This design comes from an exercise in tuning for small area, a short achievable clock period and few clock cycles on the open sky130 flow, not from production work. RTL that was checked went through simulation tests only; none was proved equivalent to the original.

==> lagoon: inputs <==
==> flow/design.v <==
package ppts_pkg;
  localparam int unsigned NEED_W     = 7;
  localparam int unsigned DUR_W      = 5;
  localparam int unsigned PRIO_W     = 2;
  localparam int unsigned CNT_W      = 32;
  localparam logic [DUR_W-1:0]  MaxDuration = 5'd20;
  localparam logic [PRIO_W-1:0] PrioBlock   = 2'd3;
  typedef enum logic [1:0] {
    STATUS_QUEUED  = 2'd0,
    STATUS_REFUSED = 2'd1,
    STATUS_INVALID = 2'd2,
    STATUS_TICK    = 2'd3
  } status_e;
  typedef enum logic {
    OP_TICK   = 1'b0,
    OP_SUBMIT = 1'b1
  } op_e;
  typedef struct packed {
    logic              operation;
    logic [NEED_W-1:0] task_processors;
    logic [DUR_W-1:0]  task_duration;
  } req_t;
  typedef struct packed {
    logic [1:0]        status;
    logic [6:0]        free_processors;
    logic [4:0]        queue_length;
    logic [6:0]        running_count;
    logic [4:0]        started_now;
    logic [6:0]        finished_now;
    logic [CNT_W-1:0]  tick_total;
    logic [CNT_W-1:0]  idle_total;
    logic [CNT_W-1:0]  completed_total;
    logic [CNT_W-1:0]  refusal_total;
  } res_t;
  typedef struct packed {
    logic [NEED_W-1:0] need;
    logic [DUR_W-1:0]  dur;
    logic [PRIO_W-1:0] prio;
  } wait_t;
  typedef struct packed {
    logic [NEED_W-1:0] need;
    logic [CNT_W-1:0]  due;
  } run_t;
endpackage
import ppts_pkg::*;
module processor_pool_task_scheduler #(
  parameter int unsigned QUEUE_DEPTH    = 16,
  parameter int unsigned RUN_SLOTS      = 64,
  parameter int unsigned MAX_PROCESSORS = 64
) (
  input  logic              clk_i,
  input  logic              rst_ni,
  input  logic              start,
  output logic              busy,
  input  logic [12:0]       req_i,
  output logic              result_valid_o,
  output logic [160:0]      result_o,
  input  logic              cfg_valid_i,
  output logic              cfg_ready_o,
  input  logic [6:0]        cfg_data_i
);
  localparam int unsigned QD = 16;
  localparam int unsigned NB = 20;
  logic [6:0]  pool_q, free_q, held_q, run_q;
  logic [4:0]  cnt_q;
  logic [31:0] tick_q, idle_q, done_q, ref_q;
  logic [1:0]  status_q;
  logic [4:0]  started_q;
  logic [6:0]  fin_q;
  logic        vld_q;
  logic        scan_q;
  logic [3:0]  ptr_q;
  logic [6:0]  thr_q;
  logic        thr_ok_q;
  logic        pv_q, p0_q, p1_q;
  logic [NB-1:0] po_q;      
  logic [6:0]  pn_q;
  logic [6:0]  pn0_q, pn1_q;    
  logic [6:0]  qn_q [QD];
  logic [4:0]  qd_q [QD];
  logic [1:0]  qp_q [QD];
  logic [6:0]  bs_q [NB];
  logic [6:0]  bc_q [NB];
  logic [NB-1:0] bv_q;      
  logic [6:0]  b0_s, b0_c, b1_s;
  assign b0_s = bv_q[0] ? bs_q[0] : 7'd0;
  assign b0_c = bv_q[0] ? bc_q[0] : 7'd0;
  assign b1_s = bv_q[1] ? bs_q[1] : 7'd0;
  logic       is_sub, sub_bad, sub_full, sub_ok, tick_go, first, cfg_go;
  logic [6:0] r_need;
  logic [4:0] r_dur, r_dm1;
  assign r_need   = req_i[11:5];
  assign r_dur    = req_i[4:0];
  assign r_dm1    = (r_dur == 5'd0) ? 5'd0 : r_dur - 5'd1;
  assign is_sub   = start && !scan_q && req_i[12];
  assign sub_bad  = (r_need > pool_q) || (r_dur > 5'd20);
  assign sub_full = cnt_q[4];
  assign sub_ok   = is_sub && !sub_bad && !sub_full;
  assign first    = !scan_q;
  assign tick_go  = scan_q || (start && !req_i[12]);
  assign cfg_go   = cfg_valid_i && !scan_q && !pv_q;
  logic       p0, p1;
  logic [6:0] rs, rc;
  logic [7:0] thr_sum, idl_sum;
  assign p0   = p0_q;
  assign p1   = p1_q;
  assign rs   = b0_s + pn0_q;
  assign rc   = b0_c + (p0 ? 7'd1 : 7'd0);
  logic [6:0] run_b, rel_free;
  logic [7:0] rel_sum;
  logic       rel_gt, thr_gt;
  logic [9:0] rel_cmp, thr_cmp;
  logic       full, fallback;
  assign run_b    = first ? run_q - rc : run_q;
  assign full     = run_q[6] && (scan_q || ((b0_c == 7'd0) && !p0_q));
  assign rel_sum  = idl_sum;
  assign rel_free = rel_gt ? pool_q : rel_sum[6:0];
  assign fallback = first && !thr_ok_q;
  logic [6:0] run_b1;
  logic [4:0] cnt_m1, st_b, st_b1;
  assign run_b1 = run_b + 7'd1;
  assign cnt_m1 = cnt_q - 5'd1;
  assign st_b   = first ? 5'd0 : started_q;
  assign st_b1  = st_b + 5'd1;
  logic [6:0] thr;
  logic [3:0] ptr;
  assign thr = thr_q;
  assign ptr = first ? 4'd0 : ptr_q;
  function automatic logic ge7(input logic [6:0] a, input logic [6:0] b);
    logic [6:0] g, e;
    logic [3:0] gh, eh;
    logic       g1, g0, e1;
    g = a & ~b;
    e = ~(a ^ b);
    gh[3] = g[6];                      eh[3] = e[6];
    gh[2] = g[5] | (e[5] & g[4]);      eh[2] = e[5] & e[4];
    gh[1] = g[3] | (e[3] & g[2]);      eh[1] = e[3] & e[2];
    gh[0] = g[1] | (e[1] & g[0]);      eh[0] = e[1] & e[0];
    g1 = gh[3] | (eh[3] & gh[2]);      e1 = eh[3] & eh[2];
    g0 = gh[1] | (eh[1] & gh[0]);
    ge7 = g1 | (e1 & (g0 | (eh[1] & eh[0])));
  endfunction
  logic [QD-1:0] cand, fit, hit, seen, fh;
  logic [7:0]    diff [QD];
  always_comb begin
    for (int i = 0; i < QD; i++) begin
      diff[i] = {1'b0, thr} - {1'b0, qn_q[i]};
      cand[i] = (4'(i) >= ptr) && (5'(i) < cnt_q);
      fit[i]  = ge7(thr, qn_q[i]) && !full;
      hit[i]  = cand[i] && (fit[i] || (qp_q[i] == 2'd3));
    end
    seen[0] = hit[0];
    for (int i = 1; i < QD; i++) seen[i] = seen[i-1] | hit[i];
    fh[0] = hit[0];
    for (int i = 1; i < QD; i++) fh[i] = hit[i] && !seen[i-1];
  end
  logic       st_now, last, go, start_go;
  logic [6:0] s_need, s_free;
  logic       s_d0, s_d1;
  logic [4:0] s_dm1;
  logic [3:0] h_idx;
  always_comb begin
    st_now = 1'b0;
    last   = 1'b0;
    s_need = '0;
    s_free = '0;
    s_dm1  = '0;
    s_d0   = 1'b0;
    s_d1   = 1'b0;
    h_idx  = '0;
    for (int i = 0; i < QD; i++) begin
      st_now = st_now | (fh[i] & fit[i]);
      last   = last | (fh[i] & (5'(i) + 5'd1 == cnt_q));
      s_need = s_need | ({7{fh[i]}} & qn_q[i]);
      s_free = s_free | ({7{fh[i]}} & diff[i][6:0]);
      s_dm1  = s_dm1  | ({5{fh[i]}} & qd_q[i]);
      s_d0   = s_d0 | (fh[i] & (qd_q[i] == 5'd0));
      s_d1   = s_d1 | (fh[i] & (qd_q[i] == 5'd1));
      h_idx  = h_idx  | ({4{fh[i]}} & 4'(i));
    end
  end
  assign go       = tick_go && !fallback;
  assign start_go = go && st_now;
  logic [6:0] cfg_tot, cfg_free;
  always_comb begin
    cfg_tot = cfg_data_i;
    if (cfg_data_i == 7'd0) cfg_tot = 7'd1;
    else if (cfg_data_i > 7'd64) cfg_tot = 7'd64;
    cfg_free = (cfg_tot > held_q) ? cfg_tot - held_q : 7'd0;
  end
  logic [6:0] tb_s;
  assign tb_s    = first ? b1_s : b0_s;
  logic [6:0] tb_n;
  assign tb_n    = first ? pn1_q : pn0_q;
  assign thr_sum = {1'b0, thr} + {1'b0, tb_s} + {1'b0, tb_n};
  assign idl_sum = {1'b0, free_q} + {1'b0, b0_s} + {1'b0, pn0_q};
  assign thr_cmp = {3'b0, thr} + {3'b0, tb_s} + {3'b0, tb_n} + {3'b0, ~{2'b0, pool_q}};
  assign rel_cmp = {3'b0, free_q} + {3'b0, b0_s} + {3'b0, pn0_q} + {3'b0, ~{2'b0, pool_q}};
  assign thr_gt  = thr_cmp[9];
  assign rel_gt  = rel_cmp[9];
  assign busy           = scan_q;
  assign cfg_ready_o    = !scan_q && !pv_q;
  assign result_valid_o = vld_q;
  assign result_o = {status_q, free_q, cnt_q, run_q, started_q, fin_q,
                     tick_q, idle_q, done_q, ref_q};
  always_ff @(posedge clk_i or negedge rst_ni) begin
    if (!rst_ni) begin
      pool_q    <= 7'd16;
      free_q    <= 7'd16;
      held_q    <= '0;
      run_q     <= '0;
      cnt_q     <= '0;
      tick_q    <= '0;
      idle_q    <= '0;
      done_q    <= '0;
      ref_q     <= '0;
      status_q  <= '0;
      started_q <= '0;
      fin_q     <= '0;
      vld_q     <= 1'b0;
      scan_q    <= 1'b0;
      ptr_q     <= '0;
      thr_q     <= 7'd16;
      thr_ok_q  <= 1'b1;
      pv_q      <= 1'b0;
      p0_q      <= 1'b0;
      p1_q      <= 1'b0;
      po_q      <= '0;
      pn_q      <= '0;
      pn0_q     <= '0;
      pn1_q     <= '0;
    end else begin
      vld_q <= 1'b0;
      pv_q   <= start_go;
      p0_q   <= start_go && s_d0;
      p1_q   <= start_go && s_d1;
      for (int k = 0; k < NB; k++) po_q[k] <= start_go && (s_dm1 == 5'(k));
      pn_q   <= s_need;
      pn0_q  <= (start_go && s_d0) ? s_need : 7'd0;
      pn1_q  <= (start_go && s_d1) ? s_need : 7'd0;
      held_q <= held_q - ((tick_go && first) ? rs : 7'd0) + (pv_q ? pn_q : 7'd0);
      if (!tick_go) begin
        thr_q    <= rel_free;
        thr_ok_q <= !cfg_go;
      end
      if (cfg_go) begin
        pool_q <= cfg_tot;
        free_q <= cfg_free;
      end
      if (is_sub) begin
        vld_q     <= 1'b1;
        started_q <= '0;
        fin_q     <= '0;
        if (sub_bad) begin
          status_q <= 2'd2;
        end else if (sub_full) begin
          status_q <= 2'd1;
          ref_q    <= ref_q + 32'd1;
        end else begin
          status_q <= 2'd0;
          cnt_q    <= cnt_q + 5'd1;
        end
      end
      if (tick_go) begin
        run_q <= start_go ? run_b1 : run_b;
        if (first) begin
          status_q <= 2'd3;
          fin_q    <= rc;
          tick_q   <= tick_q + 32'd1;
          done_q   <= done_q + 32'(rc);
        end
        if (fallback) begin
          free_q    <= rel_free;
          thr_q     <= rel_free;
          ptr_q     <= '0;
          scan_q    <= 1'b1;
          thr_ok_q  <= 1'b0;
          started_q <= '0;
        end else begin
          free_q    <= st_now ? s_free : thr;
          cnt_q     <= st_now ? cnt_m1 : cnt_q;
          ptr_q     <= h_idx;
          scan_q    <= st_now && !last;
          vld_q     <= !st_now || last;
          thr_q     <= st_now ? s_free : (thr_gt ? pool_q : thr_sum[6:0]);
          thr_ok_q  <= !st_now;
          started_q <= st_now ? st_b1 : st_b;
          if (!st_now && (run_b == 7'd0)) begin
            idle_q <= idle_q + 32'd1;
          end
        end
      end
    end
  end
  logic       shift;
  logic [6:0] w_s, w_c;
  assign shift = tick_go && first;
  logic [NB-1:0] we;
  always_comb begin
    for (int k = 0; k < NB; k++) begin
      we[k] = shift ? ((k < NB - 1) ? po_q[(k < NB - 1) ? k + 1 : k] : 1'b0) : po_q[k];
    end
  end
  always_comb begin
    w_s = '0;
    w_c = '0;
    for (int k = 0; k < NB; k++) begin
      w_s = w_s | ({7{po_q[k] & bv_q[k]}} & bs_q[k]);
      w_c = w_c | ({7{po_q[k] & bv_q[k]}} & bc_q[k]);
    end
    w_s = w_s + pn_q;
    w_c = w_c + 7'd1;
  end
  always_ff @(posedge clk_i or negedge rst_ni) begin
    if (!rst_ni) begin
      bv_q <= '0;
    end else begin
      for (int k = 0; k < NB; k++) begin
        if (we[k]) begin
          bv_q[k] <= 1'b1;
        end else if (shift) begin
          bv_q[k] <= (k == NB - 1) ? 1'b0 : bv_q[(k == NB - 1) ? k : k + 1];
        end
      end
    end
  end
  always_ff @(posedge clk_i) begin
    for (int k = 0; k < NB; k++) begin
      if (we[k]) begin
        bs_q[k] <= w_s;
        bc_q[k] <= w_c;
      end else if (shift && (k < NB - 1)) begin
        bs_q[k] <= bs_q[(k == NB - 1) ? k : k + 1];
        bc_q[k] <= bc_q[(k == NB - 1) ? k : k + 1];
      end
    end
  end
  always_ff @(posedge clk_i) begin
    for (int i = 0; i < QD; i++) begin
      if (go) begin
        if (st_now && seen[i]) begin
          if (i < QD - 1) begin
            qn_q[i] <= qn_q[(i < QD - 1) ? i + 1 : i];
            qd_q[i] <= qd_q[(i < QD - 1) ? i + 1 : i];
            qp_q[i] <= qp_q[(i < QD - 1) ? i + 1 : i];
          end
        end else if (cand[i] && !seen[i]) begin
          qp_q[i] <= qp_q[i] + 2'd1;
        end
      end else if (sub_ok && (cnt_q[3:0] == 4'(i))) begin
        qn_q[i] <= r_need;
        qd_q[i] <= r_dm1;
        qp_q[i] <= 2'd0;
      end
    end
  end
endmodule
==> flow/run.sh <==
#!/bin/bash
# synth_recipe.tcl (not shown) runs the flow's synth.tcl, then flattens the netlist and writes it again
# the make line also repeats each setting of config.mk as NAME=value (left out here)
make -C /OpenROAD-flow-scripts/flow DESIGN_CONFIG=/design/flow/config.mk WORK_HOME=/design/flow/orfs CLKGATE_MAP_FILE= SYNTH_SCRIPT=/design/flow/synth_recipe.tcl finish
==> flow/config.mk <==
export PLATFORM = sky130hd
export DESIGN_NAME = processor_pool_task_scheduler
export DESIGN_NICKNAME = processor_pool_task_scheduler
export VERILOG_FILES = /design/flow/design.v
export SDC_FILE = /design/flow/constraint.sdc
export NUM_CORES = 4
export LEC_CHECK = 0
export CAP_MARGIN = 20
export CORE_MARGIN = 2
export CORE_UTILIZATION = 40
export SETUP_SLACK_MARGIN = 4.3
export SLEW_MARGIN = 20
==> flow/constraint.sdc <==
create_clock -name core_clock -period 8.0 [get_ports {clk_i}]
set_input_delay 1.6000 -clock core_clock [delete_from_list [all_inputs] [get_ports {clk_i}]]
set_output_delay 1.6000 -clock core_clock [all_outputs]
set_load 0.01 [all_outputs]
==> maple: changes against lagoon <==
--- a/flow/design.v
+++ b/flow/design.v
@@ -126,27 +126,13 @@
   logic [3:0] ptr;
   assign thr = thr_q;
   assign ptr = first ? 4'd0 : ptr_q;
-  function automatic logic ge7(input logic [6:0] a, input logic [6:0] b);
-    logic [6:0] g, e;
-    logic [3:0] gh, eh;
-    logic       g1, g0, e1;
-    g = a & ~b;
-    e = ~(a ^ b);
-    gh[3] = g[6];                      eh[3] = e[6];
-    gh[2] = g[5] | (e[5] & g[4]);      eh[2] = e[5] & e[4];
-    gh[1] = g[3] | (e[3] & g[2]);      eh[1] = e[3] & e[2];
-    gh[0] = g[1] | (e[1] & g[0]);      eh[0] = e[1] & e[0];
-    g1 = gh[3] | (eh[3] & gh[2]);      e1 = eh[3] & eh[2];
-    g0 = gh[1] | (eh[1] & gh[0]);
-    ge7 = g1 | (e1 & (g0 | (eh[1] & eh[0])));
-  endfunction
   logic [QD-1:0] cand, fit, hit, seen, fh;
   logic [7:0]    diff [QD];
   always_comb begin
     for (int i = 0; i < QD; i++) begin
       diff[i] = {1'b0, thr} - {1'b0, qn_q[i]};
       cand[i] = (4'(i) >= ptr) && (5'(i) < cnt_q);
-      fit[i]  = ge7(thr, qn_q[i]) && !full;
+      fit[i]  = !diff[i][7] && !full;
       hit[i]  = cand[i] && (fit[i] || (qp_q[i] == 2'd3));
     end
     seen[0] = hit[0];
Settings changed: SETUP_SLACK_MARGIN 4.3 to 3.7.
==> run notes <==
Hold EP: maple tick_q[31]; lagoon ref_q[31]
Largest net degree at the start of global routing: maple 151; lagoon 98
Fraction of synthesized cell area taken by the top area cell type: maple 33.3%; lagoon 32.2%
Post-cts gate resize count: maple 140; lagoon 617
Via count of the first global-routing pass: maple 35800; lagoon 40200
Invs w/o clock: maple 298; lagoon 312
Final setup margin: maple 3.59 ns; lagoon 3.89 ns
Via count: maple 37300; lagoon 42200
Number of buffers inserted by post-CTS setup repair: maple 53; lagoon 377
Run status: maple no timing/DRC/antenna violations; lagoon no timing/DRC/antenna violations
Worst setup slack after placement: maple 2.16 ns; lagoon 2.27 ns
Arithmetic-cell share of the synthesized area counting full adders, half adders and majority gates: maple 8.75%; lagoon 8.90%
Number of instances in the synthesized netlist: maple 4302; lagoon 4501
Post-Layout Inst Area: maple 54800 sq um; lagoon 64000 sq um
Worst endpoint data arrival time: maple 4.99 ns; lagoon 4.69 ns
Sequential-to-total area share from yosys stat: maple 47.1%; lagoon 45.7%
Violation count after the first detailed-routing iteration: maple 4511; lagoon 5370
Wire length on met3: maple 17.3 mm; lagoon 23.2 mm
Routed via count divided by cell count: maple 6.07; lagoon 6.27
Startpoint of the worst setup timing path: maple thr_q[1]; lagoon thr_q[2]
Router iterations before antenna repair: maple 8; lagoon 7
Post-Syn Area per Cell: maple 10.6 sq um; lagoon 10.4 sq um
Testbench counts of maple, summed over its fixed seeds: cycles 6,434.
Only the layout flow was run in lagoon; the RTL was not checked for function there.

## static timing again, ports no longer ideal
In the flow no input, the clock included, has a driving cell. The finished layouts below were timed again as built, in two steps. Step 1, drivers: a clkbuf_16 drives clk_i and a buf_2 each remaining input, both assumed. Step 2, shift: input delay + t, output delay - t, t = (earliest + latest rising clock arrival at the registers) / 2. This alone moves slack from input paths to output paths. Slacks: no drivers / after step 1 / after step 2; pairs: no drivers / after step 1.
| run | t (ns) | setup WS [ns] | hold slack, ns | worst setup path at the end | cell pins on the clock port's net |
|---|---|---|---|---|---|
| lagoon | 0.770 | 3.886 / 3.886 / 3.415 | 0.472 / 0.472 / 0.472 | input to register | 1 |
| maple | 0.759 | 3.587 / 3.587 / 3.084 | 0.476 / 0.476 / 0.476 | input to register | 1 |
After both steps setup and hold are still met in every run listed. For maple, which loses most, drivers alone change the setup slack by 0.000 ns; drivers and shift together by -0.503 ns.
